Source: an optimization exercise on an open RTL-to-GDS flow (aim: small area, a short achievable clock period and few clock cycles per item). Production flows keep margins and buffers that such runs may drop. At most, simulation tests tie the RTL to the original design; equivalence was not proved. Function not checked in runs 3, 5 and 6: the RTL went through the layout flow alone. Power figures rest on the tool's default switching activity, not on a simulated workload.

==> design.v <==
package wavp_pkg;
    localparam logic [3:0] ChunkLimitReset = 4'd10;
    localparam logic [2:0] StHeader      = 3'd0;
    localparam logic [2:0] StPayload     = 3'd1;
    localparam logic [2:0] StDone        = 3'd2;
    localparam logic [2:0] StBadRiff     = 3'd3;
    localparam logic [2:0] StBadWave     = 3'd4;
    localparam logic [2:0] StBadChannels = 3'd5;
    localparam logic [2:0] StNoData      = 3'd6;
    localparam logic [2:0] StTruncated   = 3'd7;
endpackage
import wavp_pkg::*;
module wav_header_chunk_parser (
    input  logic        clk,
    input  logic        rst_n,
    input  logic        in_valid,
    output logic        in_stall,
    input  logic [7:0]  byte_value,
    input  logic        end_of_file,
    input  logic        cfg_valid,
    output logic        cfg_ready,
    input  logic [3:0]  cfg_data,
    output logic        out_valid,
    input  logic        out_stall,
    output logic        payload_valid,
    output logic [7:0]  payload_byte,
    output logic        payload_last,
    output logic [15:0] audio_format,
    output logic [15:0] num_channels,
    output logic [31:0] sample_freq,
    output logic [15:0] bits_per_sample,
    output logic [31:0] payload_size,
    output logic [2:0]  status
);
    logic [5:0]  pos_q;              
    logic        first_q;            
    logic        ph_h, ph_w, ph_p;   
    logic [2:0]  st_q;               
    logic [15:0] fmt_q, ch_q, bits_q;
    logic [31:0] rate_q, psize_q;
    logic [31:0] cnt_q;              
    logic [2:0]  hc_q;               
    logic        skip_q;             
    logic        match_q;            
    logic [3:0]  chunks_q;
    logic [3:0]  limit_q;
    logic        ov_q, pv_q, pl_q;
    logic [7:0]  pb_q;
    logic [5:0]  pos_n;
    logic [2:0]  st_n;
    logic        phh_n, phw_n, php_n;
    logic [2:0]  hc_n;
    logic        skip_n, match_n;
    logic [3:0]  chunks_n;
    logic        pv_n, pl_n;
    logic        hold, acc, take, src_eof;
    logic        a_v, a_eof, b_v, b_eof;
    logic [7:0]  a_d, b_d;
    logic        live, chk;
    logic [7:0]  d;
    logic [31:0] size;
    logic [31:0] cnt_dec;
    logic [3:0]  cz_q;               
    logic [3:0]  cz_n, brw;
    logic [3:0]  chunks_dec;
    logic [7:0]  in_d;
    logic        in_eof;
    logic        a_z, a_R, a_I, a_F, a_W, a_A, a_V, a_E, a_dd, a_a, a_t;
    logic        hdr_eq, id_eq;
    logic        p3, p11, p23, w7;
    logic        p3_q, p11_q, p23_q;    
    logic        w7_q;                  
    logic        ch0_q, ch1_q;          
    logic        hdr_ok, id_ok;
    logic        cnt_one, size_zero;
    logic        cnt_one_q;
    logic        cnt_count, cnt_load, psize_load;
    assign hold      = ov_q & out_stall;
    assign in_stall  = b_v;
    assign take      = in_valid & ~b_v;
    assign acc       = a_v & ~hold;
    assign d         = a_d;
    assign in_d      = b_v ? b_d : byte_value;
    assign in_eof    = b_v ? b_eof : end_of_file;
    assign src_eof   = a_eof;
    assign cfg_ready = 1'b1;
    assign p3         = p3_q;
    assign p11        = p11_q;
    assign p23        = p23_q;
    assign w7         = w7_q && ph_w;
    assign live       = ph_h || ph_w || ph_p || (st_q == StDone);
    assign size       = {d, cnt_q[31:8]};
    assign brw = {cz_q[2] & cz_q[1] & cz_q[0], cz_q[1] & cz_q[0], cz_q[0], 1'b1};
    always_comb
    begin
        for (int k = 0; k < 4; k++)
        begin
            cnt_dec[8*k +: 8] = brw[k] ? cnt_q[8*k +: 8] - 8'd1 : cnt_q[8*k +: 8];
            cz_n[k]           = brw[k] ? (cnt_q[8*k +: 8] == 8'd1) : cz_q[k];
        end
    end
    assign chunks_dec = chunks_q - 1'b1;
    assign cnt_one    = cnt_one_q;
    assign size_zero  = a_z && (cz_q[3:1] == 3'b111);
    always_comb
    begin
        case (pos_q[1:0])
            2'd0:    hdr_eq = pos_q[3] ? a_W : a_R;
            2'd1:    hdr_eq = pos_q[3] ? a_A : a_I;
            2'd2:    hdr_eq = pos_q[3] ? a_V : a_F;
            default: hdr_eq = pos_q[3] ? a_E : a_F;
        endcase
        case (hc_q[1:0])
            2'd0:    id_eq = a_dd;
            2'd1:    id_eq = a_a;
            2'd2:    id_eq = a_t;
            default: id_eq = a_a;
        endcase
    end
    assign hdr_ok = hdr_eq && (pos_q[1:0] == 2'd0 || match_q);
    assign id_ok  = id_eq && (hc_q[1:0] == 2'd0 || match_q);
    assign cnt_count  = ph_p || (ph_w && skip_q);
    assign cnt_load   = cnt_count || (ph_w && hc_q[2]);
    assign psize_load = w7 && !ch0_q && match_q;
    always_comb
    begin
        phh_n    = ph_h;
        phw_n    = ph_w;
        php_n    = ph_p;
        st_n     = st_q;
        hc_n     = hc_q;
        skip_n   = skip_q;
        match_n  = match_q;
        chunks_n = chunks_q;
        pv_n     = 1'b0;
        pl_n     = 1'b0;
        chk = live && p23
              && !(a_z && (ch_q[7:0] == 8'd1 || ch_q[7:0] == 8'd2));
        if (chk)
        begin
            phh_n = 1'b0;
            phw_n = 1'b0;
            php_n = 1'b0;
            st_n  = StBadChannels;
        end
        else if (ph_h)
        begin
            st_n    = StHeader;
            match_n = hdr_ok;
            if (p3 && !hdr_ok)
            begin
                phh_n = 1'b0;
                st_n  = StBadRiff;
            end
            else if (p11)
            begin
                phh_n = 1'b0;
                if (!hdr_ok)
                    st_n = StBadWave;
                else
                begin
                    phw_n    = 1'b1;
                    hc_n     = 3'd0;
                    skip_n   = 1'b0;
                    chunks_n = limit_q;
                end
            end
        end
        else if (ph_w)
        begin
            st_n = StHeader;
            if (skip_q)
                skip_n = !cnt_one;
            else
            begin
                hc_n = hc_q + 1'b1;
                if (!hc_q[2])
                    match_n = id_ok;
                else if (w7)
                begin
                    if (ch0_q)
                    begin
                        phw_n = 1'b0;
                        st_n  = StNoData;
                    end
                    else if (match_q)
                    begin
                        phw_n = 1'b0;
                        php_n = !size_zero;
                        st_n  = size_zero ? StDone : StPayload;
                    end
                    else
                    begin
                        chunks_n = chunks_dec;
                        skip_n   = !size_zero;
                        if (ch1_q)
                        begin
                            phw_n = 1'b0;
                            st_n  = StNoData;
                        end
                    end
                end
            end
        end
        else if (ph_p)
        begin
            pv_n = 1'b1;
            st_n = StPayload;
            if (cnt_one)
            begin
                php_n = 1'b0;
                pl_n  = 1'b1;
                st_n  = StDone;
            end
        end
        if (src_eof)
        begin
            if (phh_n || php_n)
                st_n = StTruncated;
            else if (phw_n)
                st_n = StNoData;
            phh_n = 1'b1;
            phw_n = 1'b0;
            php_n = 1'b0;
        end
        if (src_eof)
            pos_n = 6'd0;
        else if (pos_q != 6'd36)
            pos_n = pos_q + 1'b1;
        else
            pos_n = pos_q;
    end
    always_ff @(posedge clk or negedge rst_n)
    begin
        if (!rst_n)
            limit_q <= ChunkLimitReset;
        else if (cfg_valid)
            limit_q <= cfg_data;
    end
    always_ff @(posedge clk or negedge rst_n)
    begin
        if (!rst_n)
        begin
            ov_q    <= 1'b0;
            a_v     <= 1'b0;
            b_v     <= 1'b0;
            pos_q   <= 6'd0;
            first_q <= 1'b1;
            p3_q    <= 1'b0;
            p11_q   <= 1'b0;
            p23_q   <= 1'b0;
            ph_h    <= 1'b1;
            ph_w    <= 1'b0;
            ph_p    <= 1'b0;
        end
        else
        begin
            ov_q <= acc | hold;
            a_v  <= acc ? (b_v | take) : (a_v | take);
            b_v  <= b_v ? !acc : (take && a_v && !acc);
            if (acc)
            begin
                p3_q    <= !src_eof && (pos_q == 6'd2);
                p11_q   <= !src_eof && (pos_q == 6'd10);
                p23_q   <= !src_eof && (pos_q == 6'd22);
                pos_q   <= pos_n;
                first_q <= src_eof;
                ph_h    <= phh_n;
                ph_w    <= phw_n;
                ph_p    <= php_n;
            end
        end
    end
    logic [7:0]  dcap;
    logic [9:0]  lane;
    logic [9:0]  lane_en;
    logic        psize_en, cnt_en;
    assign dcap = first_q ? 8'd0 : d;
    always_comb
    begin
        lane[0] = (pos_q == 6'd20);
        lane[1] = (pos_q == 6'd21);
        lane[2] = (pos_q == 6'd22);
        lane[3] = (pos_q == 6'd23);
        lane[4] = (pos_q == 6'd24);
        lane[5] = (pos_q == 6'd25);
        lane[6] = (pos_q == 6'd26);
        lane[7] = (pos_q == 6'd27);
        lane[8] = (pos_q == 6'd34);
        lane[9] = (pos_q == 6'd35);
        lane_en = acc ? (first_q ? 10'h3ff : (live ? lane : 10'd0)) : 10'd0;
    end
    always_ff @(posedge clk)
    begin
        if (lane_en[0]) fmt_q[7:0]    <= dcap;
        if (lane_en[1]) fmt_q[15:8]   <= dcap;
        if (lane_en[2]) ch_q[7:0]     <= dcap;
        if (lane_en[3]) ch_q[15:8]    <= dcap;
        if (lane_en[4]) rate_q[7:0]   <= dcap;
        if (lane_en[5]) rate_q[15:8]  <= dcap;
        if (lane_en[6]) rate_q[23:16] <= dcap;
        if (lane_en[7]) rate_q[31:24] <= dcap;
        if (lane_en[8]) bits_q[7:0]   <= dcap;
        if (lane_en[9]) bits_q[15:8]  <= dcap;
    end
    assign psize_en = acc && (first_q || psize_load);
    assign cnt_en   = acc && cnt_load;
    always_ff @(posedge clk)
    begin
        if (psize_en)
            psize_q <= first_q ? 32'd0 : size;
        if (cnt_en)
        begin
            cnt_q     <= cnt_count ? cnt_dec : size;
            cz_q      <= cnt_count ? cz_n : {a_z, cz_q[3:1]};
            cnt_one_q <= cnt_count ? (cz_q[3:1] == 3'b111 && cnt_q[7:0] == 8'd2)
                                   : (a_z && cz_q[3:2] == 2'b11 && cnt_q[15:8] == 8'd1);
        end
    end
    always_ff @(posedge clk)
    begin
        if (acc || !a_v)
        begin
            a_d   <= in_d;
            a_eof <= in_eof;
            a_z   <= (in_d == 8'h00);
            a_R   <= (in_d == 8'h52);
            a_I   <= (in_d == 8'h49);
            a_F   <= (in_d == 8'h46);
            a_W   <= (in_d == 8'h57);
            a_A   <= (in_d == 8'h41);
            a_V   <= (in_d == 8'h56);
            a_E   <= (in_d == 8'h45);
            a_dd  <= (in_d == 8'h64);
            a_a   <= (in_d == 8'h61);
            a_t   <= (in_d == 8'h74);
        end
        if (!b_v)
        begin
            b_d   <= byte_value;
            b_eof <= end_of_file;
        end
    end
    always_ff @(posedge clk)
    begin
        if (acc)
        begin
            st_q     <= st_n;
            hc_q     <= hc_n;
            skip_q   <= skip_n;
            match_q  <= match_n;
            chunks_q <= chunks_n;
            ch0_q    <= (chunks_n == 4'd0);
            ch1_q    <= (chunks_n == 4'd1);
            w7_q     <= ph_w && !skip_q && (hc_q == 3'd6);
            pv_q     <= pv_n;
            pl_q     <= pl_n;
            pb_q     <= pv_n ? d : 8'd0;
        end
    end
    assign out_valid       = ov_q;
    assign payload_valid   = pv_q;
    assign payload_byte    = pb_q;
    assign payload_last    = pl_q;
    assign audio_format    = fmt_q;
    assign num_channels    = ch_q;
    assign sample_freq     = rate_q;
    assign bits_per_sample = bits_q;
    assign payload_size    = psize_q;
    assign status          = st_q;
endmodule
==> flow/run.sh <==
#!/bin/bash
# Standard ORFS layout, except that the port buffers use a small buffer cell
# (buf_1) instead of the delay-buffer cell buffer_ports picks by default;
# repair_design / repair_timing still resize them where needed.
set -euo pipefail
export BUFFER_PORTS_ARGS="-buffer_cell sky130_fd_sc_hd__buf_1"
bash standard.sh > standard.log 2>&1
==> standard.sh <==
#!/bin/bash
# synth_recipe.tcl (not shown) runs the flow's synth.tcl, then flattens the netlist and writes it again
# the make line also repeats each setting of config.mk as NAME=value (left out here)
make -C /OpenROAD-flow-scripts/flow DESIGN_CONFIG=/design/flow/config.mk WORK_HOME=/design/flow/orfs CLKGATE_MAP_FILE= SYNTH_SCRIPT=/design/flow/synth_recipe.tcl "${@:-finish}"
==> config.mk <==
export PLATFORM = sky130hd
export DESIGN_NAME = wav_header_chunk_parser
export DESIGN_NICKNAME = wav_header_chunk_parser
export VERILOG_FILES = /design/flow/design.v
export SDC_FILE = /design/flow/constraint.sdc
export NUM_CORES = 4
export LEC_CHECK = 0
export ABC_AREA = 1
export CAP_MARGIN = 20
export CORE_MARGIN = 2
export CORE_UTILIZATION = 55
export CTS_CLUSTER_DIAMETER = 100
export CTS_CLUSTER_SIZE = 25
export SETUP_SLACK_MARGIN = 3.3
export SLEW_MARGIN = 20
==> constraint.sdc <==
create_clock -name core_clock -period 5.5 [get_ports {clk}]
set_input_delay 1.1000 -clock core_clock [delete_from_list [all_inputs] [get_ports {clk}]]
set_output_delay 1.1000 -clock core_clock [all_outputs]
set_load 0.01 [all_outputs]
==> impl_metrics.json, run 1 <==
{
  "cp-end-kind": "output pin",
  "initial_utilization": 0.558,
  "maxSlewHeadroom": 0.312,
  "drive_above_1_share": 0.104,
  "grt_max_degree": 42,
  "dieArea_um2": 18500,
  "grt_pass1_vias": 6103,
  "vias_per_cell": 5.45,
  "crit_fanout": 3,
  "die_y_um": 136,
  "routedWlPerCell_um": 18.6,
  "register_area_um2": 6520,
  "root_buffer": "clkbuf_16",
  "cp_cell_sequence": "buf_1",
  "setup_viol_count_final": 0,
  "antenna_found_initial": 0,
  "portBuffers": 144,
  "status": "complete, no violations",
  "path_clk_slew_ns": 0.09,
  "die_w_um": 136,
  "ys_seq_area_frac": 0.679,
  "cts_tree": "yes",
  "grt.overflow.total": 0,
  "final_common_cell": "edfxtp_1",
  "tightest_slew_ns": 1.03,
  "worstSetupPathType": "reg -> out",
  "worstPathArrival_ns": 1.07,
  "crit_family": "flip-flops",
  "nFillCells": 1402,
  "io_pins": 146,
  "fin_crit_sh": 0.395,
  "nets": 1039,
  "synth_nets": 886,
  "drc": 0,
  "postSynth.asyncResetShare": 0.0897,
  "grt_pass1_wl_um": 34100,
  "yosysUniqueCellTypes": 50,
  "netlist_instances": 851,
  "holdBufCountCts": 0,
  "vias": 6732,
  "rsz0062_at_grt": "yes",
  "ir_drop_mv": 0.341,
  "clock_latency_ns": 0.47,
  "dp_hpwl_um": 16000,
  "p_per_area_nw_per_um2": 568,
  "worstHoldPathType": "reg -> reg",
  "syn2layout_area_growth_pct": 15.7,
  "skew_ns": 0.0122,
  "clk_path_buf_depth": 3,
  "cp-start-kind": "flip-flop",
  "coreArea_um2": 17200,
  "antenna-diode-count": 0,
  "rows": 48,
  "post-route-util": 0.646,
  "multi_input_area_um2": 2790,
  "gp_congestion": 0.898,
  "avgSynthCellArea_um2": 11.3,
  "tns_ns": 0,
  "h-tree-depth": 1,
  "required_ns": 4.40,
  "hold_violations": 0,
  "cts_buffers": 12,
  "synth_warnings": 1,
  "synth-edff-count": 194,
  "timing.critical_path.buf_inv": 1,
  "ys_seq_elements": 223,
  "slowest_stage": "edfxtp_1",
  "syn_area_um2": 9590,
  "final_cell_mix": "edfxtp_1 (194), buf_1 (142), nand2_1 (138), nor2_1 (103), inv_1 (100)",
  "fin_crit_ns": 2.17,
  "cap_violations": 0,
  "antenna_left": 0,
  "synth-main-ff-cell": "edfxtp_1",
  "wl_um": 23000,
  "static-leakage-power_nw": 4.18,
  "max_freq_mhz": 461,
  "first_pass_iters": 5,
  "drv_slew": 0,
  "cp_slowest_stage_delay_ns": 0.45,
  "drt_iter0_drc": 708,
  "cts_num_sinks": 223,
  "track_usage": 0.241
}
## cell usage after synthesis, types with 10 or more instances
library cell,number,area share
inv_2,10,0.0039
edfxtp_1,194,0.61
nand3_1,35,0.018
xor2_1,13,0.012
a21oi_1,20,0.010
nand2_1,141,0.055
nand4_1,13,0.0085
o21ai_0,59,0.031
dfrtp_1,16,0.042
nor2_1,106,0.041
clkbuf_1,16,0.0063
inv_1,103,0.040
ha_1,17,0.022
nor3_1,13,0.0068
## layer usage
layer / up-vias / global-route usage / share of wire
met5: - / 0 / 0
met4: 0 / 0.0486 / 0.013
met3: 24 / 0.0231 / 0.060
met2: 266 / 0.393 / 0.48
met1: 3269 / 0.357 / 0.45
li1: 3173 / - / -
## tightest hold or removal path: stages, from the launching register on
cell	delay [ns]
dfxtp_1	0.32
nand2_1	0.05
nand2_1	0.08
## cell type report
type,count,area share
sequential,223,0.588
multi-input combinational,492,0.252
timing repair buffer,159,0.0628
inverter,115,0.0400
clock buffer,19,0.0313
tap,225,0.0254
timing repair inverter,1,0.000677
clock inverter,1,0.000338
## stage by stage
step                      instance area (µm²)  cells  hold slack [ns]  total power [mW]  setup WS [ns]
final                                   11100   1235            0.472              6.31           3.33
after global routing                    11100   1235            0.503              6.68           3.24
after CTS                               11000   1230            0.479              6.23           3.18
after detailed placement                10400   1199            0.458              5.18           2.14
after global placement                  10400   1199            0.438              5.11           2.18
after floorplan                          9710    851            0.418              4.42           2.91
## timing repair
item                                    in CTS  in global routing
endpoints found under the hold margin        0                  0
setup buffers                                9                  4
pin swaps                                    4                  2
endpoints found under the setup margin     219                114
resized for setup                           17                 23
gates cloned                                 2                  1
## state kept, by name, summed over array words and instances, names as in the netlist, 3 cells and up
signal / flops
cz_q: 4
rate_q: 32
b_d: 8
st_q: 3
ch_q: 16
bits_q: 16
fmt_q: 16
pos_q: 6
limit_q: 4
hc_q: 3
a_d: 8
pb_q: 8
cnt_q: 32
psize_q: 32
chunks_q: 4
## worst paths after layout
kind | start | end | slack [ns] | depth (start not counted)
setup / recovery | st_q[2]$_DFFE_PP_ | status[2] | 3.33 | 1
hold / removal | b_eof$_DFF_P_ | b_eof$_DFF_P_ | 0.47 | 2
setup reg to reg | first_q$_DFFE_PN1P_ | fmt_q[4]$_DFFE_PP_ | 3.38 | 3
hold reg to reg | b_eof$_DFF_P_ | b_eof$_DFF_P_ | 0.47 | 2
max in group asynchronous | rst_n | ph_h$_DFFE_PN1P_ | 4.61 | 2
min in group asynchronous | rst_n | limit_q[2]$_DFFE_PN0P_ | 0.60 | 2
## report_power, final
group          internal [mW]  total, mW  switching [mW]
registers               2.74       3.09           0.341
clock network          0.441      0.944           0.502
logic                  0.645       2.28            1.63
total                   3.83       6.31            2.48
## kinds of logic after synthesis
family          Yosys count  share of synthesized area
xor+xnor                 22                     0.0201
fa+ha+maj                17                     0.0222
other cells               1                   0.000391
simple gates            340                      0.157
compound gates          109                     0.0629
mux                       1                    0.00104
flops                   223                      0.679
buf+inv                 138                     0.0573
Testbench counts, summed over its fixed seeds: cycles 34,680, items 34,664.
==> inputs of run 2 (changes only) <==
--- a/design.v
+++ b/design.v
@@ -68,7 +68,6 @@
     logic        a_z, a_R, a_I, a_F, a_W, a_A, a_V, a_E, a_dd, a_a, a_t;
     logic        hdr_eq, id_eq;
     logic        p3, p11, p23, w7;
-    logic        p3_q, p11_q, p23_q;    
     logic        w7_q;                  
     logic        ch0_q, ch1_q;          
     logic        hdr_ok, id_ok;
@@ -84,9 +83,9 @@
     assign in_eof    = b_v ? b_eof : end_of_file;
     assign src_eof   = a_eof;
     assign cfg_ready = 1'b1;
-    assign p3         = p3_q;
-    assign p11        = p11_q;
-    assign p23        = p23_q;
+    assign p3         = (pos_q == 6'd3);
+    assign p11        = (pos_q == 6'd11);
+    assign p23        = (pos_q == 6'd23);
     assign w7         = w7_q && ph_w;
     assign live       = ph_h || ph_w || ph_p || (st_q == StDone);
     assign size       = {d, cnt_q[31:8]};
@@ -246,9 +245,6 @@
             b_v     <= 1'b0;
             pos_q   <= 6'd0;
             first_q <= 1'b1;
-            p3_q    <= 1'b0;
-            p11_q   <= 1'b0;
-            p23_q   <= 1'b0;
             ph_h    <= 1'b1;
             ph_w    <= 1'b0;
             ph_p    <= 1'b0;
@@ -260,9 +256,6 @@
             b_v  <= b_v ? !acc : (take && a_v && !acc);
             if (acc)
             begin
-                p3_q    <= !src_eof && (pos_q == 6'd2);
-                p11_q   <= !src_eof && (pos_q == 6'd10);
-                p23_q   <= !src_eof && (pos_q == 6'd22);
                 pos_q   <= pos_n;
                 first_q <= src_eof;
                 ph_h    <= phh_n;
==> run 2 against run 1 <==
Against the previous run:
- global-route usage decreased by 0.86 points
- design area decreased by 1.2%
- final cell count decreased by 1.7%
- non-clock buffer count increased by 5
- critical endpoint is now payload_byte[5]
- register-to-register slack about the same
- sequential share of layout area increased by 0.056 points
- first-iteration DRC count decreased by 23%
- critical path depth unchanged
==> impl_metrics.json, run 2 <==
{
  "status": "complete, no violations",
  "grt_pass1_wl_um": 32500,
  "coreArea_um2": 16700,
  "final_common_cell": "edfxtp_1",
  "cap_violations": 0,
  "die_w_um": 135,
  "cp_cell_sequence": "clkbuf_2",
  "drive_above_1_share": 0.107,
  "final_cell_mix": "edfxtp_1 (194), buf_1 (143), nand2_1 (129), inv_1 (96), nor2_1 (96)",
  "timing.critical_path.buf_inv": 1,
  "tns_ns": 0,
  "fin_crit_sh": 0.393,
  "gp_congestion": 0.898,
  "syn2layout_area_growth_pct": 16.0,
  "nFillCells": 1368,
  "dp_hpwl_um": 15600,
  "r2r-start": "ph_h$_DFFE_PN1P_",
  "synth_top_family_by_area": "simple AND/OR/NAND/NOR gates",
  "stdcell_area_um2": 11000,
  "setup_viol_count_final": 0,
  "slowest_stage": "edfxtp_1",
  "netlist_instances": 829,
  "syn_area_um2": 9450,
  "antenna_found_initial": 0,
  "cp_slowest_stage_delay_ns": 0.42,
  "antenna-diode-count": 0,
  "worstSetupPathType": "reg -> out",
  "synth_compound_area_frac": 0.0607,
  "portBuffers": 144,
  "holdBufCountCts": 0,
  "synth_common_cells": "edfxtp_1 (194), nand2_1 (133), inv_1 (100), nor2_1 (100), o21ai_0 (59)",
  "multi_input_area_um2": 2680,
  "p_per_area_nw_per_um2": 542,
  "skew_ns": 0.0203,
  "rsz0062_at_grt": "yes",
  "clock_latency_ns": 0.47,
  "synth_xor_area_frac": 0.0195,
  "drc": 0,
  "synthSimpleGateAreaFrac": 0.157,
  "synth-main-ff-cell": "edfxtp_1",
  "required_ns": 4.40,
  "io_pins": 146,
  "whs_ns": 0.468,
  "worstHoldPathType": "reg -> reg",
  "drv_slew": 0,
  "nets": 1024,
  "initial_utilization": 0.566,
  "routedWlPerCell_um": 17.9,
  "static-leakage-power_nw": 4.12,
  "h-tree-depth": 1,
  "power.total_mw": 5.94,
  "yosysMostFrequentCell": "edfxtp_1",
  "track_usage": 0.232,
  "reg_top3": "cnt_q (32), psize_q (32), rate_q (32)",
  "cp-start-kind": "flip-flop",
  "placed_cell_area_um2": 10300,
  "die_y_um": 135,
  "yosysUniqueCellTypes": 49,
  "netlist_top_cells_area": "edfxtp_1 (62%), nand2_1 (5.3%), inv_1 (4.0%), nor2_1 (4.0%), dfrtp_1 (3.4%)",
  "synth_top_area_share": 0.617,
  "synth.mux.area_fraction": 0.00225,
  "synthAdderAreaFrac": 0.0238,
  "cp-end-kind": "output pin",
  "root_buffer": "clkbuf_16",
  "fin_ws_ns": 3.34,
  "ys_seq_area_frac": 0.681,
  "register_area_um2": 6450,
  "vias_per_cell": 5.43,
  "hp-start": "b_eof$_DFF_P_",
  "path_clk_slew_ns": 0.10,
  "tightest_slew_ns": 0.887,
  "fin_crit_ns": 2.16,
  "synth-edff-count": 194,
  "antenna_left": 0,
  "avgSynthCellArea_um2": 11.4,
  "drt_iter0_drc": 543,
  "synth_nets": 865,
  "cts_num_sinks": 220,
  "postSynth.asyncResetShare": 0.0773,
  "yosys.area.top_type": "edfxtp_1",
  "worstPathArrival_ns": 1.06,
  "synth_warnings": 1,
  "max_freq_mhz": 462,
  "dp_slack_ns": 2.30,
  "crit_fanout": 1,
  "cp-startpoint": "pb_q[5]$_SDFFCE_PN0P_",
  "hold_violations": 0,
  "vias": 6596,
  "grt_pass1_vias": 6027,
  "crit_family": "flip-flops",
  "cts_buffers": 12,
  "maxSlewHeadroom": 0.406,
  "grt.overflow.total": 0,
  "wl_um": 21700,
  "rows": 47,
  "ys_seq_elements": 220,
  "dieArea_um2": 18200,
  "first_pass_iters": 4,
  "clk_path_buf_depth": 3,
  "grt_max_degree": 50,
  "cts_tree": "yes",
  "ir_drop_mv": 0.333
}
## run 2: cell types whose count changed after synthesis, moves of 3 or more
| cell | previous run | this run |
|---|---|---|
| a21oi_1 | 20 | 24 |
| nand2_1 | 141 | 133 |
| inv_1 | 103 | 100 |
| nor4_1 | 5 | 9 |
| clkbuf_1 | 16 | 13 |
| nor2_1 | 106 | 100 |
| nand3_2 | 0 | 4 |
| dfrtp_1 | 16 | 13 |
| nand2_2 | 9 | 3 |
| inv_2 | 10 | 6 |
| nor3_1 | 13 | 16 |
## run 2: stage by stage
stage | instances | util
3_5_place_dp | 1173 | 0.616
2_1_floorplan | 829 | -
5_1_grt | 1214 | 0.656
6_report | 1214 | 0.656
4_1_cts | 1205 | 0.649
3_3_place_gp | 1172 | 0.615
## run 2: area by class of cell
| type | count | area share |
|---|---|---|
| Timing Repair Buffer | 164 | 0.0702 |
| Inverter | 108 | 0.0380 |
| Timing Repair inverter | 2 | 0.00137 |
| Sequential cell | 220 | 0.588 |
| Tap cell | 220 | 0.0251 |
| Multi-Input combinational cell | 480 | 0.245 |
| Clock buffer | 18 | 0.0314 |
| Clock inverter | 2 | 0.000799 |
## run 2: path summary, 6_finish.rpt
kind / slack [ns] / to / cells after the start
max: 3.34 / payload_byte[5] / 1
min: 0.47 / b_eof$_DFF_P_ / 2
max reg2reg: 3.38 / ch_q[7]$_DFFE_PP_ / 8
min reg2reg: 0.47 / b_eof$_DFF_P_ / 2
max in group asynchronous: 4.31 / first_q$_DFFE_PN1P_ / 2
min in group asynchronous: 0.60 / ph_p$_DFFE_PN0P_ / 1
## run 2: power breakdown
part / switching (mW) / internal (mW) / total, mW
logic: 1.43 / 0.600 / 2.03
registers: 0.322 / 2.66 / 2.98
clock network: 0.493 / 0.440 / 0.932
## run 2: logic make-up after synthesis
kind of cell | count (synthesis)
compound gates | 106
xor+xnor | 21
fa+ha+maj | 18
buf+inv | 130
flops | 220
mux | 2
other cells | 1
simple gates | 331
## run 2: metal layers
layer / wire length (µm) / GRT usage / vias up
met5: 0 / 0 / -
met4: 388 / 0.0550 / 0
met3: 1600 / 0.0297 / 27
met2: 10500 / 0.390 / 275
met1: 9200 / 0.328 / 3162
li1: - / - / 3132
## run 2: timing repair
item                                    in CTS  in global routing
gates cloned                                 3                  0
endpoints found under the setup margin     162                124
pin swaps                                    3                  4
setup buffers                                9                  9
hold endpoints to repair                     0                  0
gates resized for setup                     17                 12
Testbench counts of run 2, summed over its fixed seeds: cycles 34,680, items 34,664.
==> inputs of run 3 (changes only) <==
--- a/design.v
+++ b/design.v
@@ -68,8 +68,6 @@
     logic        a_z, a_R, a_I, a_F, a_W, a_A, a_V, a_E, a_dd, a_a, a_t;
     logic        hdr_eq, id_eq;
     logic        p3, p11, p23, w7;
-    logic        w7_q;                  
-    logic        ch0_q, ch1_q;          
     logic        hdr_ok, id_ok;
     logic        cnt_one, size_zero;
     logic        cnt_one_q;
@@ -86,7 +84,7 @@
     assign p3         = (pos_q == 6'd3);
     assign p11        = (pos_q == 6'd11);
     assign p23        = (pos_q == 6'd23);
-    assign w7         = w7_q && ph_w;
+    assign w7         = ph_w && !skip_q && (hc_q == 3'd7);
     assign live       = ph_h || ph_w || ph_p || (st_q == StDone);
     assign size       = {d, cnt_q[31:8]};
     assign brw = {cz_q[2] & cz_q[1] & cz_q[0], cz_q[1] & cz_q[0], cz_q[0], 1'b1};
@@ -120,7 +118,7 @@
     assign id_ok  = id_eq && (hc_q[1:0] == 2'd0 || match_q);
     assign cnt_count  = ph_p || (ph_w && skip_q);
     assign cnt_load   = cnt_count || (ph_w && hc_q[2]);
-    assign psize_load = w7 && !ch0_q && match_q;
+    assign psize_load = w7 && (chunks_q != 4'd0) && match_q;
     always_comb
     begin
         phh_n    = ph_h;
@@ -177,7 +175,7 @@
                     match_n = id_ok;
                 else if (w7)
                 begin
-                    if (ch0_q)
+                    if (chunks_q == 4'd0)
                     begin
                         phw_n = 1'b0;
                         st_n  = StNoData;
@@ -192,7 +190,7 @@
                     begin
                         chunks_n = chunks_dec;
                         skip_n   = !size_zero;
-                        if (ch1_q)
+                        if (chunks_q == 4'd1)
                         begin
                             phw_n = 1'b0;
                             st_n  = StNoData;
@@ -343,9 +341,6 @@
             skip_q   <= skip_n;
             match_q  <= match_n;
             chunks_q <= chunks_n;
-            ch0_q    <= (chunks_n == 4'd0);
-            ch1_q    <= (chunks_n == 4'd1);
-            w7_q     <= ph_w && !skip_q && (hc_q == 3'd6);
             pv_q     <= pv_n;
             pl_q     <= pl_n;
             pb_q     <= pv_n ? d : 8'd0;
==> run 3 against run 2 <==
Against the previous run:
- die area shrank 1.4%
- core utilization fell by 0.76 points
- largest power group unchanged
- critical endpoint is now status[2]
- non-clock buffer count is 4 lower
- design area fell by 1.8%
- power fell by 3.0%
- area after synthesis fell by 1.4%
==> impl_metrics.json, run 3 <==
{
  "antenna-diode-count": 0,
  "crit_family": "flip-flops",
  "grt_max_degree": 44,
  "drive_above_1_share": 0.127,
  "path_clk_slew_ns": 0.10,
  "status": "complete, no violations",
  "required_ns": 4.40,
  "ir_drop_mv": 0.353,
  "worstSetupPathType": "reg -> out",
  "synth_common_cells": "edfxtp_1 (191), nand2_1 (120), nor2_1 (104)",
  "ys_seq_elements": 217,
  "io_pins": 146,
  "netlist_instances": 792,
  "reg_top3": "cnt_q (32), psize_q (32), rate_q (32)",
  "synth_top_area_share": 0.616,
  "rsz0062_at_grt": "yes",
  "static-leakage-power_nw": 4.01,
  "syn2layout_area_growth_pct": 15.5,
  "p_per_area_nw_per_um2": 536,
  "nets": 985,
  "multi_input_area_um2": 2690,
  "fin_crit_ns": 2.18,
  "vias": 6235,
  "routedWlPerCell_um": 17.6,
  "grt.overflow.total": 0,
  "drt_iter0_drc": 417,
  "syn_area_um2": 9310,
  "coreArea_um2": 16600,
  "dieArea_um2": 18000,
  "nFillCells": 1393,
  "wl_um": 20700,
  "dp_cells": 1136,
  "yosysUniqueCellTypes": 49,
  "antenna_left": 0,
  "ys_seq_area_frac": 0.682,
  "first_pass_iters": 5,
  "cp-start-kind": "flip-flop",
  "fin_crit_sh": 0.396,
  "track_usage": 0.229,
  "crit_fanout": 3,
  "postSynth.asyncResetShare": 0.0783,
  "grt_pass1_vias": 5731,
  "fin_cells": 1173,
  "worstPathArrival_ns": 1.08,
  "rows": 47,
  "timing.critical_path.buf_inv": 1,
  "die_y_um": 134,
  "skew_ns": 0.0156,
  "portBuffers": 144,
  "yosys.area.top_type": "edfxtp_1",
  "cp_cell_sequence": "buf_1",
  "cap_violations": 0,
  "hold_violations": 0,
  "initial_utilization": 0.561,
  "root_buffer": "clkbuf_16",
  "drv_slew": 0,
  "setup_viol_count_final": 0,
  "drc": 0,
  "vias_per_cell": 5.32,
  "avgSynthCellArea_um2": 11.8,
  "cts_num_sinks": 217,
  "holdBufCountCts": 0,
  "slowest_stage": "edfxtp_1",
  "synth-main-ff-cell": "edfxtp_1",
  "clock_latency_ns": 0.47,
  "die_w_um": 134,
  "synth_nets": 830,
  "dp_hpwl_um": 15000,
  "h-tree-depth": 1,
  "cts_tree": "yes",
  "max_freq_mhz": 459,
  "worstHoldPathType": "reg -> reg",
  "tns_ns": 0,
  "yosysMostFrequentCell": "edfxtp_1",
  "register_area_um2": 6360,
  "whs_ns": 0.456,
  "gp_congestion": 0.925,
  "netlist_top_cells_area": "edfxtp_1 (62%), nand2_1 (4.8%), nor2_1 (4.2%), dfrtp_1 (3.5%), inv_1 (3.1%)",
  "synth-edff-count": 191,
  "final_common_cell": "edfxtp_1",
  "grt_pass1_wl_um": 31800,
  "clk_path_buf_depth": 3,
  "cts_buffers": 12,
  "maxSlewHeadroom": 0.371,
  "cp-end-kind": "output pin",
  "final_cell_mix": "edfxtp_1 (191), buf_1 (142), nand2_1 (118), nor2_1 (101), inv_1 (75)",
  "cp_slowest_stage_delay_ns": 0.45,
  "tightest_slew_ns": 0.941,
  "synth_warnings": 1,
  "antenna_found_initial": 0
}
[run 3: final cells by class]
| type | instances | share of cell area |
|---|---|---|
| clock inverters | 1 | 0.000814 |
| clock buffers | 19 | 0.0323 |
| repair buffers | 160 | 0.0651 |
| well taps | 220 | 0.0256 |
| multi-input cells | 465 | 0.250 |
| inverters | 91 | 0.0355 |
| flip-flops and latches | 217 | 0.591 |
[run 3: worst min-delay path, cell delays in order (launching register included)]
cell	delay, ns
dfxtp_1	0.31
nand2_1	0.05
nand2_1	0.07
[run 3: metrics by stage]
| step | power, mW | util | setup WS (ns) | cell area (µm²) |
|---|---|---|---|---|
| floorplan | 4.05 | - | 3.24 | 9390 |
| global placement | 4.68 | 0.609 | 2.76 | 10100 |
| detailed placement | 4.71 | 0.609 | 2.73 | 10100 |
| CTS | 5.71 | 0.638 | 3.29 | 10600 |
| global route | 6.09 | 0.649 | 3.30 | 10800 |
| finish | 5.76 | 0.649 | 3.32 | 10800 |
[run 3: logic make-up after synthesis]
group,synth area share
AO/OA/AOI/OAI,0.0535
XOR/XNOR,0.0207
other,0.000403
multiplexers,0.00484
buffers and inverters,0.0485
adder cells (fa/ha/maj),0.0269
flip-flops,0.682
AND/OR/NAND/NOR,0.164
[run 3: power breakdown]
group          internal, mW  switching (mW)
Combinational         0.542            1.34
Sequential             2.62           0.329
Clock                 0.444           0.490
[run 3: path summary, 6_finish.rpt]
check	startpoint	endpoint	slack [ns]	cells after the start
worst min register to register	b_eof$_DFF_P_	b_eof$_DFF_P_	0.46	2
min in group asynchronous	rst_n	a_v$_DFF_PN0_	0.58	1
worst max-delay path	st_q[2]$_DFFE_PP_	status[2]	3.32	1
worst max register to register	pos_q[1]$_DFFE_PN0P_	chunks_q[0]$_DFFE_PP_	3.40	10
max in group asynchronous	rst_n	ph_w$_DFFE_PN0P_	4.55	1
worst min-delay path	b_eof$_DFF_P_	b_eof$_DFF_P_	0.46	2
[run 3: repair_timing]
action,CTS,global route
cloned,1,1
setup buffers,2,13
pin swaps,1,3
endpoints found under the setup margin,148,69
resized for setup,26,16
[run 3: per-layer routing]
metal | vias up | wire [µm] | GRT usage
met3 | 26 | 1270 | 0.0242
met5 | - | 0 | 0
li1 | 3019 | - | -
met4 | 0 | 381 | 0.0450
met2 | 236 | 9470 | 0.370
met1 | 2954 | 9520 | 0.345
==> inputs of run 4 (changes only) <==
--- a/design.v
+++ b/design.v
@@ -68,6 +68,7 @@
     logic        a_z, a_R, a_I, a_F, a_W, a_A, a_V, a_E, a_dd, a_a, a_t;
     logic        hdr_eq, id_eq;
     logic        p3, p11, p23, w7;
+    logic        w7_q;                  
     logic        hdr_ok, id_ok;
     logic        cnt_one, size_zero;
     logic        cnt_one_q;
@@ -84,7 +85,7 @@
     assign p3         = (pos_q == 6'd3);
     assign p11        = (pos_q == 6'd11);
     assign p23        = (pos_q == 6'd23);
-    assign w7         = ph_w && !skip_q && (hc_q == 3'd7);
+    assign w7         = w7_q && ph_w;
     assign live       = ph_h || ph_w || ph_p || (st_q == StDone);
     assign size       = {d, cnt_q[31:8]};
     assign brw = {cz_q[2] & cz_q[1] & cz_q[0], cz_q[1] & cz_q[0], cz_q[0], 1'b1};
@@ -341,6 +342,7 @@
             skip_q   <= skip_n;
             match_q  <= match_n;
             chunks_q <= chunks_n;
+            w7_q     <= ph_w && !skip_q && (hc_q == 3'd6);
             pv_q     <= pv_n;
             pl_q     <= pl_n;
             pb_q     <= pv_n ? d : 8'd0;
==> run 4 against run 3 <==
Against the previous run:
- setup slack better by 0.017 ns
- via count up 0.35%
- clock-buffer cell count unchanged
- hold slack better by 0.012 ns
- global-route usage up 0.58 points
- largest cell class unchanged
- core utilization up 0.076 points
- power up 4.4%
- largest power group unchanged
- critical endpoint is now payload_byte[1]
- die area about the same
- first-iteration DRC count up 36%
- flip-flop and latch count up 1
- critical path depth unchanged
- highest routed layer unchanged
==> impl_metrics.json, run 4 <==
{
  "static-leakage-power_nw": 3.97,
  "p_per_area_nw_per_um2": 558,
  "rows": 47,
  "fin_crit_ns": 2.16,
  "fin_crit_sh": 0.393,
  "final_common_cell": "edfxtp_1",
  "yosysUniqueCellTypes": 48,
  "r2r-end": "psize_q[23]$_SDFFCE_PP0P_",
  "final_cell_mix": "edfxtp_1 (192), buf_1 (143), nand2_1 (110), nor2_1 (96), inv_1 (82)",
  "io_pins": 146,
  "path_clk_slew_ns": 0.09,
  "initial_utilization": 0.562,
  "synth_top_area_share": 0.619,
  "max_freq_mhz": 463,
  "drv_slew": 0,
  "crit_end": "payload_byte[1]",
  "postSynth.asyncResetShare": 0.0780,
  "rsz0062_at_grt": "yes",
  "syn2layout_area_growth_pct": 15.6,
  "min_path_cells": 2,
  "worstSetupPathType": "reg -> out",
  "dp_slack_ns": 2.68,
  "ir_drop_mv": 0.338,
  "gp_congestion": 0.912,
  "cp-start-kind": "flip-flop",
  "cp-end-kind": "output pin",
  "yosys.area.top_type": "edfxtp_1",
  "status": "complete, no violations",
  "die_w_um": 134,
  "tightest_slew_ns": 0.938,
  "synth_xor_area_frac": 0.0197,
  "skew_ns": 0.0166,
  "synth.mux.area_fraction": 0.00483,
  "yosysMostFrequentCell": "edfxtp_1",
  "syn_area_um2": 9320,
  "grt_pass1_wl_um": 32500,
  "die_y_um": 134,
  "timing.critical_path.buf_inv": 1,
  "cap_violations": 0,
  "portBuffers": 144,
  "coreArea_um2": 16600,
  "grt_max_degree": 49,
  "ys_seq_elements": 218,
  "fin_ws_ns": 3.34,
  "antenna_found_initial": 0,
  "stdcell_area_um2": 10800,
  "synth_common_cells": "edfxtp_1 (192), nand2_1 (114), nor2_1 (99)",
  "antenna-diode-count": 0,
  "cp-startpoint": "pb_q[1]$_SDFFCE_PN0P_",
  "reg2reg_depth": 3,
  "worstPathArrival_ns": 1.06,
  "cts_buffers": 12,
  "crit_fanout": 1,
  "synth_top_family_by_area": "simple AND/OR/NAND/NOR gates",
  "grt.overflow.total": 0,
  "synthSimpleGateAreaFrac": 0.156,
  "setup_viol_count_final": 0,
  "synth_warnings": 1,
  "dp_cells": 1128,
  "cts_num_sinks": 218,
  "required_ns": 4.40,
  "nets": 975,
  "netlist_instances": 785,
  "worstHoldPathType": "reg -> reg",
  "slowest_stage": "edfxtp_1",
  "crit_family": "flip-flops",
  "maxSlewHeadroom": 0.372,
  "synthAdderAreaFrac": 0.0255,
  "clock_latency_ns": 0.47,
  "cts_tree": "yes",
  "r2r-start": "first_q$_DFFE_PN1P_",
  "synth-main-ff-cell": "edfxtp_1",
  "drt_iter0_drc": 567,
  "avgSynthCellArea_um2": 11.9,
  "reg_top3": "cnt_q (32), psize_q (32), rate_q (32)",
  "antenna_left": 0,
  "r2r_setup_slack_ns": 3.42,
  "synth-edff-count": 192,
  "h-tree-depth": 1,
  "vias_per_cell": 5.38,
  "wl_um": 21000,
  "dp_hpwl_um": 15300,
  "synth_compound_area_frac": 0.0575,
  "synth_nets": 822,
  "grt_pass1_vias": 5864,
  "fin_cells": 1164,
  "netlist_top_cells_area": "edfxtp_1 (62%), nand2_1 (4.6%), nor2_1 (4.0%), dfrtp_1 (3.5%), inv_1 (3.5%)",
  "clk_path_buf_depth": 3,
  "root_buffer": "clkbuf_16",
  "track_usage": 0.235,
  "drive_above_1_share": 0.123,
  "first_pass_iters": 5,
  "drc": 0,
  "tns_ns": 0,
  "routedWlPerCell_um": 18.0,
  "placed_cell_area_um2": 10100,
  "ys_seq_area_frac": 0.684,
  "hold_violations": 0,
  "cp_slowest_stage_delay_ns": 0.44,
  "worst-path-stages": 1,
  "vias": 6257,
  "dieArea_um2": 18000,
  "cp_cell_sequence": "buf_1"
}
-- run 4: repair_timing --
item                       CTS  global route
setup endpoints to repair  156           134
pin swaps                    1             2
buffers inserted             9             5
gates resized for setup     20            19
hold buffers                 0             0
cloned                       2             0
-- run 4: how the worst min path moves through the flow --
stage / endpoint / slack [ns] / startpoint
floorplan: b_eof$_DFF_P_ / 0.42 / b_eof$_DFF_P_
global placement: b_eof$_DFF_P_ / 0.43 / b_eof$_DFF_P_
detailed placement: b_eof$_DFF_P_ / 0.44 / b_eof$_DFF_P_
CTS: b_eof$_DFF_P_ / 0.47 / b_eof$_DFF_P_
global route: b_eof$_DFF_P_ / 0.51 / b_eof$_DFF_P_
finish: b_eof$_DFF_P_ / 0.47 / b_eof$_DFF_P_
-- run 4: layout make-up --
| cell class | instances | area (µm²) |
|---|---|---|
| sequential | 218 | 6380 |
| fill | 1340 | 5810 |
| multi-input combinational | 453 | 2710 |
| timing repair buffer | 159 | 671 |
| inverter | 93 | 367 |
| clock buffer | 19 | 348 |
| tap | 220 | 275 |
| clock inverter | 1 | 8.76 |
| timing repair inverter | 1 | 7.51 |
-- run 4: layer usage --
metal,vias up,track usage,wire length [µm]
li1,2980,-,-
met1,3032,0.342,9570
met2,214,0.375,9710
met3,31,0.0370,1270
met4,0,0.0608,441
met5,-,0,0
-- run 4: kinds of logic (layout without fill, tap and decap cells) --
| group | after synthesis | in the layout |
|---|---|---|
| XOR/XNOR | 21 | 21 |
| AND/OR/NAND/NOR | 311 | 311 |
| flip-flops | 218 | 218 |
| buffers and inverters | 115 | 273 |
| AO/OA/AOI/OAI | 96 | 97 |
| other | 1 | 1 |
| adder cells (fa/ha/maj) | 19 | 19 |
| multiplexers | 4 | 4 |
-- run 4: where the power goes --
group	switching, mW	internal (mW)	leakage [nW]
clock network	0.483	0.444	0.172
logic	1.50	0.607	1.68
registers	0.327	2.66	2.12
-- run 4: per-stage QoR --
step | power [mW] | hold slack, ns | util
global placement | 4.87 | 0.430 | 0.609
CTS | 5.97 | 0.466 | 0.642
detailed placement | 4.92 | 0.441 | 0.609
floorplan | 4.23 | 0.418 | -
global route | 6.37 | 0.511 | 0.650
finish | 6.01 | 0.468 | 0.650
Testbench counts of run 4, summed over its fixed seeds: cycles 34,680, items 34,664.
==> inputs of run 5 (changes only) <==
--- a/design.v
+++ b/design.v
@@ -71,7 +71,6 @@
     logic        w7_q;                  
     logic        hdr_ok, id_ok;
     logic        cnt_one, size_zero;
-    logic        cnt_one_q;
     logic        cnt_count, cnt_load, psize_load;
     assign hold      = ov_q & out_stall;
     assign in_stall  = b_v;
@@ -98,7 +97,7 @@
         end
     end
     assign chunks_dec = chunks_q - 1'b1;
-    assign cnt_one    = cnt_one_q;
+    assign cnt_one    = (cz_q[3:1] == 3'b111) && (cnt_q[7:0] == 8'd1);
     assign size_zero  = a_z && (cz_q[3:1] == 3'b111);
     always_comb
     begin
@@ -305,8 +304,6 @@
         begin
             cnt_q     <= cnt_count ? cnt_dec : size;
             cz_q      <= cnt_count ? cz_n : {a_z, cz_q[3:1]};
-            cnt_one_q <= cnt_count ? (cz_q[3:1] == 3'b111 && cnt_q[7:0] == 8'd2)
-                                   : (a_z && cz_q[3:2] == 2'b11 && cnt_q[15:8] == 8'd1);
         end
     end
     always_ff @(posedge clk)
==> run 5 against run 4 <==
Against the previous run:
- clock power is 0.4% higher
- routed wire length is 2.3% lower
- via count is 0.38% lower
- register-to-register slack worse by 0.06 ns
- die area is 0.70% lower
- first-iteration DRC count is 6.5% lower
- critical endpoint is now payload_byte[4]
- largest cell class unchanged
- power is 3.1% lower
- global-route usage is 0.56 points lower
==> impl_metrics.json, run 5 <==
{
  "die_y_um": 134,
  "nFillCells": 1305,
  "cap_violations": 0,
  "grt.overflow.total": 0,
  "tns_ns": 0,
  "r2r_setup_slack_ns": 3.36,
  "fin_ws_ns": 3.33,
  "fin_cells": 1171,
  "drive_above_1_share": 0.138,
  "whs_ns": 0.491,
  "max_freq_mhz": 460,
  "antenna_found_initial": 0,
  "path_clk_slew_ns": 0.10,
  "nets": 981,
  "yosys.area.top_type": "edfxtp_1",
  "synth_top_area_share": 0.620,
  "drc": 0,
  "io_pins": 146,
  "netlist_instances": 789,
  "maxSlewHeadroom": 0.346,
  "dp_slack_ns": 2.53,
  "synth_nets": 825,
  "syn2layout_area_growth_pct": 16.3,
  "initial_utilization": 0.560,
  "p_per_area_nw_per_um2": 542,
  "skew_ns": 0.0202,
  "register_area_um2": 6360,
  "crit_fanout": 1,
  "tightest_slew_ns": 0.977,
  "dp_cells": 1132,
  "ys_seq_elements": 217,
  "cp-end-kind": "output pin",
  "avgSynthCellArea_um2": 11.7,
  "yosysMostFrequentCell": "edfxtp_1",
  "dieArea_um2": 17900,
  "power.total_mw": 5.83,
  "hold_end": "b_eof$_DFF_P_",
  "cts_tree": "yes",
  "ir_drop_mv": 0.483,
  "ys_seq_area_frac": 0.686,
  "final_cell_mix": "edfxtp_1 (191), buf_1 (143), nand2_1 (115), nor2_1 (96), inv_1 (75)",
  "grt_max_degree": 46,
  "wl_um": 20500,
  "routedWlPerCell_um": 17.5,
  "syn_area_um2": 9250,
  "setup_viol_count_final": 0,
  "min_path_cells": 2,
  "rsz0062_at_grt": "yes",
  "reg_top3": "cnt_q (32), psize_q (32), rate_q (32)",
  "static-leakage-power_nw": 4.00,
  "synth-main-ff-cell": "edfxtp_1",
  "antenna-diode-count": 0,
  "rows": 47,
  "dp_hpwl_um": 14800,
  "root_buffer": "clkbuf_16",
  "fin_crit_ns": 2.17,
  "cp-start-kind": "flip-flop",
  "synth_warnings": 1,
  "hold_violations": 0,
  "die_w_um": 134,
  "first_pass_iters": 5,
  "h-tree-depth": 1,
  "portBuffers": 144,
  "coreArea_um2": 16500,
  "track_usage": 0.229,
  "worstPathArrival_ns": 1.07,
  "slowest_stage": "edfxtp_1",
  "grt_pass1_vias": 5831,
  "cp_cell_sequence": "buf_1",
  "worstSetupPathType": "reg -> out",
  "r2r-start": "pos_q[0]$_DFFE_PN0P_",
  "hp-start": "b_eof$_DFF_P_",
  "clk_path_buf_depth": 3,
  "final_common_cell": "edfxtp_1",
  "fin_crit_sh": 0.395,
  "cts_buffers": 12,
  "reg2reg_depth": 13,
  "antenna_left": 0,
  "timing.critical_path.buf_inv": 1,
  "synth-edff-count": 191,
  "postSynth.asyncResetShare": 0.0783,
  "crit_family": "flip-flops",
  "gp_congestion": 0.903,
  "drt_iter0_drc": 530,
  "grt_pass1_wl_um": 31700,
  "cts_num_sinks": 217,
  "drv_slew": 0,
  "yosysUniqueCellTypes": 46,
  "clock_latency_ns": 0.47,
  "netlist_top_cells_area": "edfxtp_1 (62%), nand2_1 (4.9%), nor2_1 (4.1%), dfrtp_1 (3.5%), inv_1 (3.3%)",
  "worstHoldPathType": "reg -> reg",
  "vias": 6233,
  "synth_common_cells": "edfxtp_1 (191), nand2_1 (122), nor2_1 (100)",
  "cp_slowest_stage_delay_ns": 0.44,
  "r2r-end": "chunks_q[2]$_DFFE_PP_",
  "vias_per_cell": 5.32,
  "required_ns": 4.40,
  "multi_input_area_um2": 2660,
  "holdBufCountCts": 0,
  "status": "complete, no violations"
}
==> run 5: report_power, final <==
| group | switching [mW] | leakage, nW | internal [mW] | total, mW |
|---|---|---|---|---|
| Sequential | 0.339 | 2.11 | 2.63 | 2.96 |
| Combinational | 1.34 | 1.72 | 0.597 | 1.93 |
| Clock | 0.486 | 0.172 | 0.444 | 0.930 |
| Total | 2.16 | 4.00 | 3.67 | 5.83 |
==> run 5: kinds of logic after synthesis <==
| kind of cell | synth area share |
|---|---|
| xor+xnor | 0.0208 |
| simple gates | 0.157 |
| fa+ha+maj | 0.0243 |
| compound gates | 0.0550 |
| mux | 0.00487 |
| flops | 0.686 |
| other cells | 0.000405 |
| buf+inv | 0.0517 |
==> run 5: timing repair <==
item / in CTS / in global routing
resized for setup: 17 / 29
setup buffers: 8 / 8
endpoints found under the setup margin: 140 / 173
gates cloned: 3 / 0
pin swaps: 2 / 7
==> run 5: worst min-delay path: cells and delay by family (launching register included) <==
| family | cells | cell delay, ns |
|---|---|---|
| flip-flops | 1 | 0.31 |
| AND/OR/NAND/NOR | 2 | 0.13 |
==> run 5: cell type report <==
cell class,instances,area share
clock inverter,1,0.000814
multi-input combinational,457,0.247
sequential,217,0.591
inverter,96,0.0357
tap,220,0.0256
clock buffer,19,0.0323
timing repair buffer,161,0.0669
==> run 5: worst max-delay path by stage <==
stage / startpoint / end / slack (ns) / cells past startpoint
2_1_floorplan: out_stall / psize_q[0]$_SDFFCE_PP0P_ / 3.03 / 5
3_3_place_gp: out_stall / cnt_q[24]$_DFFE_PP_ / 2.57 / 8
3_5_place_dp: out_stall / cnt_q[29]$_DFFE_PP_ / 2.53 / 8
4_1_cts: out_stall / a_d[6]$_DFFE_PP_ / 3.25 / 4
5_1_grt: pos_q[0]$_DFFE_PN0P_ / bits_q[13]$_DFFE_PP_ / 3.22 / 5
6_report: pb_q[4]$_SDFFCE_PN0P_ / payload_byte[4] / 3.33 / 1
==> run 5: stage by stage <==
stage | cell area, µm² | utilization
floorplan | 9350 | -
detailed placement | 10000 | 0.607
finish | 10800 | 0.651
CTS | 10600 | 0.639
global route | 10800 | 0.651
global placement | 10000 | 0.607
==> run 5: routing by layer <==
metal / share of wire / global-route usage
met5: 0 / 0
met4: 0.020 / 0.0544
met2: 0.46 / 0.368
met1: 0.46 / 0.337
met3: 0.063 / 0.0308
==> inputs of run 6 (changes only) <==
--- a/design.v
+++ b/design.v
@@ -60,17 +60,16 @@
     logic [7:0]  d;
     logic [31:0] size;
     logic [31:0] cnt_dec;
-    logic [3:0]  cz_q;               
-    logic [3:0]  cz_n, brw;
+    logic        hz_q;               
     logic [3:0]  chunks_dec;
     logic [7:0]  in_d;
     logic        in_eof;
     logic        a_z, a_R, a_I, a_F, a_W, a_A, a_V, a_E, a_dd, a_a, a_t;
     logic        hdr_eq, id_eq;
     logic        p3, p11, p23, w7;
-    logic        w7_q;                  
     logic        hdr_ok, id_ok;
     logic        cnt_one, size_zero;
+    logic        cnt_one_q;
     logic        cnt_count, cnt_load, psize_load;
     assign hold      = ov_q & out_stall;
     assign in_stall  = b_v;
@@ -84,21 +83,13 @@
     assign p3         = (pos_q == 6'd3);
     assign p11        = (pos_q == 6'd11);
     assign p23        = (pos_q == 6'd23);
-    assign w7         = w7_q && ph_w;
+    assign w7         = ph_w && !skip_q && (hc_q == 3'd7);
     assign live       = ph_h || ph_w || ph_p || (st_q == StDone);
     assign size       = {d, cnt_q[31:8]};
-    assign brw = {cz_q[2] & cz_q[1] & cz_q[0], cz_q[1] & cz_q[0], cz_q[0], 1'b1};
-    always_comb
-    begin
-        for (int k = 0; k < 4; k++)
-        begin
-            cnt_dec[8*k +: 8] = brw[k] ? cnt_q[8*k +: 8] - 8'd1 : cnt_q[8*k +: 8];
-            cz_n[k]           = brw[k] ? (cnt_q[8*k +: 8] == 8'd1) : cz_q[k];
-        end
-    end
+    assign cnt_dec    = cnt_q - 1'b1;
     assign chunks_dec = chunks_q - 1'b1;
-    assign cnt_one    = (cz_q[3:1] == 3'b111) && (cnt_q[7:0] == 8'd1);
-    assign size_zero  = a_z && (cz_q[3:1] == 3'b111);
+    assign cnt_one    = cnt_one_q;
+    assign size_zero  = a_z && hz_q;
     always_comb
     begin
         case (pos_q[1:0])
@@ -303,7 +294,9 @@
         if (cnt_en)
         begin
             cnt_q     <= cnt_count ? cnt_dec : size;
-            cz_q      <= cnt_count ? cz_n : {a_z, cz_q[3:1]};
+            cnt_one_q <= cnt_count ? (cnt_q == 32'd2)
+                                   : (a_z && cnt_q[31:16] == 16'd0 && cnt_q[15:8] == 8'd1);
+            hz_q      <= (a_z && cnt_q[31:16] == 16'd0);
         end
     end
     always_ff @(posedge clk)
@@ -339,7 +332,6 @@
             skip_q   <= skip_n;
             match_q  <= match_n;
             chunks_q <= chunks_n;
-            w7_q     <= ph_w && !skip_q && (hc_q == 3'd6);
             pv_q     <= pv_n;
             pl_q     <= pl_n;
             pb_q     <= pv_n ? d : 8'd0;
==> run 6 against run 5 <==
Against the previous run:
- still clean on timing, DRC and antenna
- final cell count increased by 5.1%
- die area down 0.25%
- synthesized cell count rose by 6.8%
==> impl_metrics.json, run 6 <==
{
  "p_per_area_nw_per_um2": 545,
  "drt_iter0_drc": 597,
  "synthAdderAreaFrac": 0.0176,
  "cp_slowest_stage_delay_ns": 0.21,
  "multi_input_area_um2": 2770,
  "register_area_um2": 6270,
  "worstPathArrival_ns": 2.42,
  "worstSetupPathType": "in -> reg",
  "netlist_top_cells_area": "edfxtp_1 (61%), nand2_1 (6.0%), nor2_1 (5.9%), dfrtp_1 (3.5%), inv_1 (3.4%)",
  "r2r-start": "ph_w$_DFFE_PN0P_",
  "setup_viol_count_final": 0,
  "vias_per_cell": 5.39,
  "ir_drop_mv": 0.341,
  "cp-startpoint": "out_stall",
  "tns_ns": 0,
  "cp-start-kind": "input pin",
  "dp_slack_ns": 2.16,
  "nets": 1039,
  "yosysMostFrequentCell": "edfxtp_1",
  "grt_pass1_vias": 6502,
  "crit_fanout": 20,
  "min_path_cells": 2,
  "io_pins": 146,
  "synth_xor_area_frac": 0.0190,
  "synth_warnings": 1,
  "hp-start": "b_eof$_DFF_P_",
  "hold_violations": 0,
  "cap_violations": 0,
  "synth_compound_area_frac": 0.0564,
  "synth-main-ff-cell": "edfxtp_1",
  "syn_area_um2": 9230,
  "nFillCells": 1327,
  "drv_slew": 0,
  "wl_um": 22300,
  "fin_ws_ns": 3.29,
  "root_buffer": "clkbuf_16",
  "synthSimpleGateAreaFrac": 0.175,
  "die_y_um": 134,
  "reg_top3": "cnt_q (32), psize_q (32), rate_q (32)",
  "synth_common_cells": "edfxtp_1 (188), nand2_1 (147), nor2_1 (146)",
  "required_ns": 5.71,
  "whs_ns": 0.463,
  "avgSynthCellArea_um2": 10.9,
  "final_common_cell": "edfxtp_1",
  "antenna-diode-count": 0,
  "portBuffers": 144,
  "synth_top_family_by_area": "simple AND/OR/NAND/NOR gates",
  "max_freq_mhz": 452,
  "grt.overflow.total": 0,
  "rsz0062_at_grt": "yes",
  "h-tree-depth": 1,
  "synth_nets": 874,
  "fin_crit_ns": 2.21,
  "netlist_instances": 843,
  "stdcell_area_um2": 10800,
  "yosysUniqueCellTypes": 45,
  "final_cell_mix": "edfxtp_1 (188), buf_1 (143), nor2_1 (142), nand2_1 (138), inv_1 (81)",
  "grt_pass1_wl_um": 35200,
  "ys_seq_area_frac": 0.678,
  "cts_buffers": 12,
  "vias": 6638,
  "cp-end-kind": "flip-flop",
  "gp_congestion": 0.928,
  "track_usage": 0.253,
  "grt_max_degree": 44,
  "antenna_left": 0,
  "clock_latency_ns": 0.48,
  "initial_utilization": 0.560,
  "ys_seq_elements": 214,
  "cts_num_sinks": 214,
  "clk_path_buf_depth": 3,
  "antenna_found_initial": 0,
  "first_pass_iters": 8,
  "reg2reg_depth": 8,
  "coreArea_um2": 16500,
  "die_w_um": 134,
  "synth_top_area_share": 0.612,
  "dieArea_um2": 17800,
  "dp_hpwl_um": 15400,
  "status": "complete, no violations",
  "postSynth.asyncResetShare": 0.0794,
  "holdBufCountCts": 0,
  "maxSlewHeadroom": 0.325,
  "fin_crit_sh": 0.402,
  "path_clk_slew_ns": 0.09,
  "worstHoldPathType": "reg -> reg",
  "rows": 47,
  "syn2layout_area_growth_pct": 17.3,
  "cp_cell_sequence": "buf_1 > nand2_8 > nand2_8 > clkinvlp_4 > buf_4 > o2111ai_2 > nor3_2 > buf_4",
  "drc": 0,
  "drive_above_1_share": 0.112,
  "power.total_mw": 5.90,
  "yosys.area.top_type": "edfxtp_1",
  "static-leakage-power_nw": 4.04,
  "synth-edff-count": 188,
  "placed_cell_area_um2": 10100,
  "tightest_slew_ns": 1.01,
  "slowest_stage": "nor3_2",
  "routedWlPerCell_um": 18.1,
  "synth.mux.area_fraction": 0.00488,
  "skew_ns": 0.0334,
  "cts_tree": "yes"
}
==> run 6: changes by cell type in the layout (fill, tap and decap cells not counted), sizes merged, moves of 3 or more <==
cell / previous run / this run
nand4: 7 / 10
o21ai: 57 / 61
buf: 160 / 163
xor2: 15 / 18
ha: 18 / 13
edfxtp: 191 / 188
xnor2: 7 / 2
nor4: 9 / 4
nor2: 109 / 154
nand2: 130 / 148
==> run 6: cell type report <==
class,count,share of cell area
Sequential cell,214,0.579
Multi-Input combinational cell,517,0.256
Timing Repair Buffer,165,0.0715
Inverter,97,0.0348
Clock buffer,16,0.0311
Tap cell,220,0.0254
Clock inverter,1,0.00150
Timing Repair inverter,1,0.000693
==> run 6: repair_timing <==
| action | in CTS | in global routing |
|---|---|---|
| cloned | 4 | 0 |
| resized for setup | 19 | 17 |
| setup buffers | 9 | 12 |
| endpoints found under the setup margin | 165 | 177 |
| pin swaps | 4 | 4 |
==> run 6: final timing paths <==
kind,slack (ns),endpoint
max,3.29,chunks_q[1]$_DFFE_PP_
min,0.46,b_eof$_DFF_P_
max reg2reg,3.39,chunks_q[1]$_DFFE_PP_
min reg2reg,0.46,b_eof$_DFF_P_
max in group asynchronous,4.57,pos_q[0]$_DFFE_PN0P_
min in group asynchronous,0.56,limit_q[0]$_DFFE_PN0P_
==> run 6: report_power, final <==
part	leakage, nW	internal [mW]	switching (mW)
combinational	1.79	0.610	1.46
clock	0.171	0.438	0.492
sequential	2.08	2.60	0.299
==> run 6: logic make-up (layout without fill, tap and decap cells) <==
family,Yosys count,after routing
adder cells (fa/ha/maj),13,13
flip-flops,214,214
other,1,1
AO/OA/AOI/OAI,94,96
buffers and inverters,115,280
multiplexers,4,4
XOR/XNOR,20,20
AND/OR/NAND/NOR,382,383
==> run 6: per-layer routing <==
metal | track usage | share of wire | vias to the layer above
met5 | 0 | 0 | -
met2 | 0.429 | 0.49 | 262
met4 | 0.0715 | 0.025 | 0
met1 | 0.345 | 0.42 | 3181
met3 | 0.0358 | 0.067 | 39
li1 | - | - | 3156
==> run 6: through the flow <==
step	cells	utilization
2_1_floorplan	843	-
3_3_place_gp	1189	0.611
3_5_place_dp	1189	0.611
4_1_cts	1219	0.646
5_1_grt	1231	0.658
6_report	1231	0.658
==> run 6: worst max-delay path: cells and delay by family <==
kind	cells	cell delay, ns
compound gates	1	0.19
buf+inv	4	0.62
simple gates	3	0.47

==> what the ideal ports hide <==
Ports are ideal in the flow. The routed layouts listed here were re-timed in OpenROAD. Step 1: set_driving_cell puts a clkbuf_16 on clk and a buf_2 on each other input, an assumption about the parent block. Step 2 also shifts input and output timing later by t, the mid clock arrival at the registers, as if the neighbouring blocks saw the same clock. a / b / c = ideal / step 1 / step 2; a / b = the first two.
run | shift t [ns] | setup WS [ns] | hold slack, ns | worst register clock-pin slew, ns | cell pins on the clock port's net
run 1 | 0.506 | 3.329 / 3.284 / 2.888 | 0.472 / 0.472 / 0.472 | 0.10 / 0.10 | 1
run 2 | 0.505 | 3.336 / 3.292 / 2.862 | 0.468 / 0.468 / 0.468 | 0.10 / 0.10 | 1
run 3 | 0.505 | 3.323 / 3.279 / 2.987 | 0.456 / 0.456 / 0.456 | 0.10 / 0.10 | 1
run 4 | 0.508 | 3.341 / 3.296 / 2.877 | 0.468 / 0.468 / 0.468 | 0.10 / 0.10 | 1
run 5 | 0.504 | 3.328 / 3.285 / 2.930 | 0.491 / 0.491 / 0.491 | 0.10 / 0.10 | 1
run 6 | 0.508 | 3.290 / 3.288 / 2.800 | 0.463 / 0.463 / 0.463 | 0.10 / 0.10 | 1
After both steps every run listed still meets setup and hold. The setup slack of run 6, which loses most, moves by -0.002 ns with the drivers and by -0.490 ns with both steps.
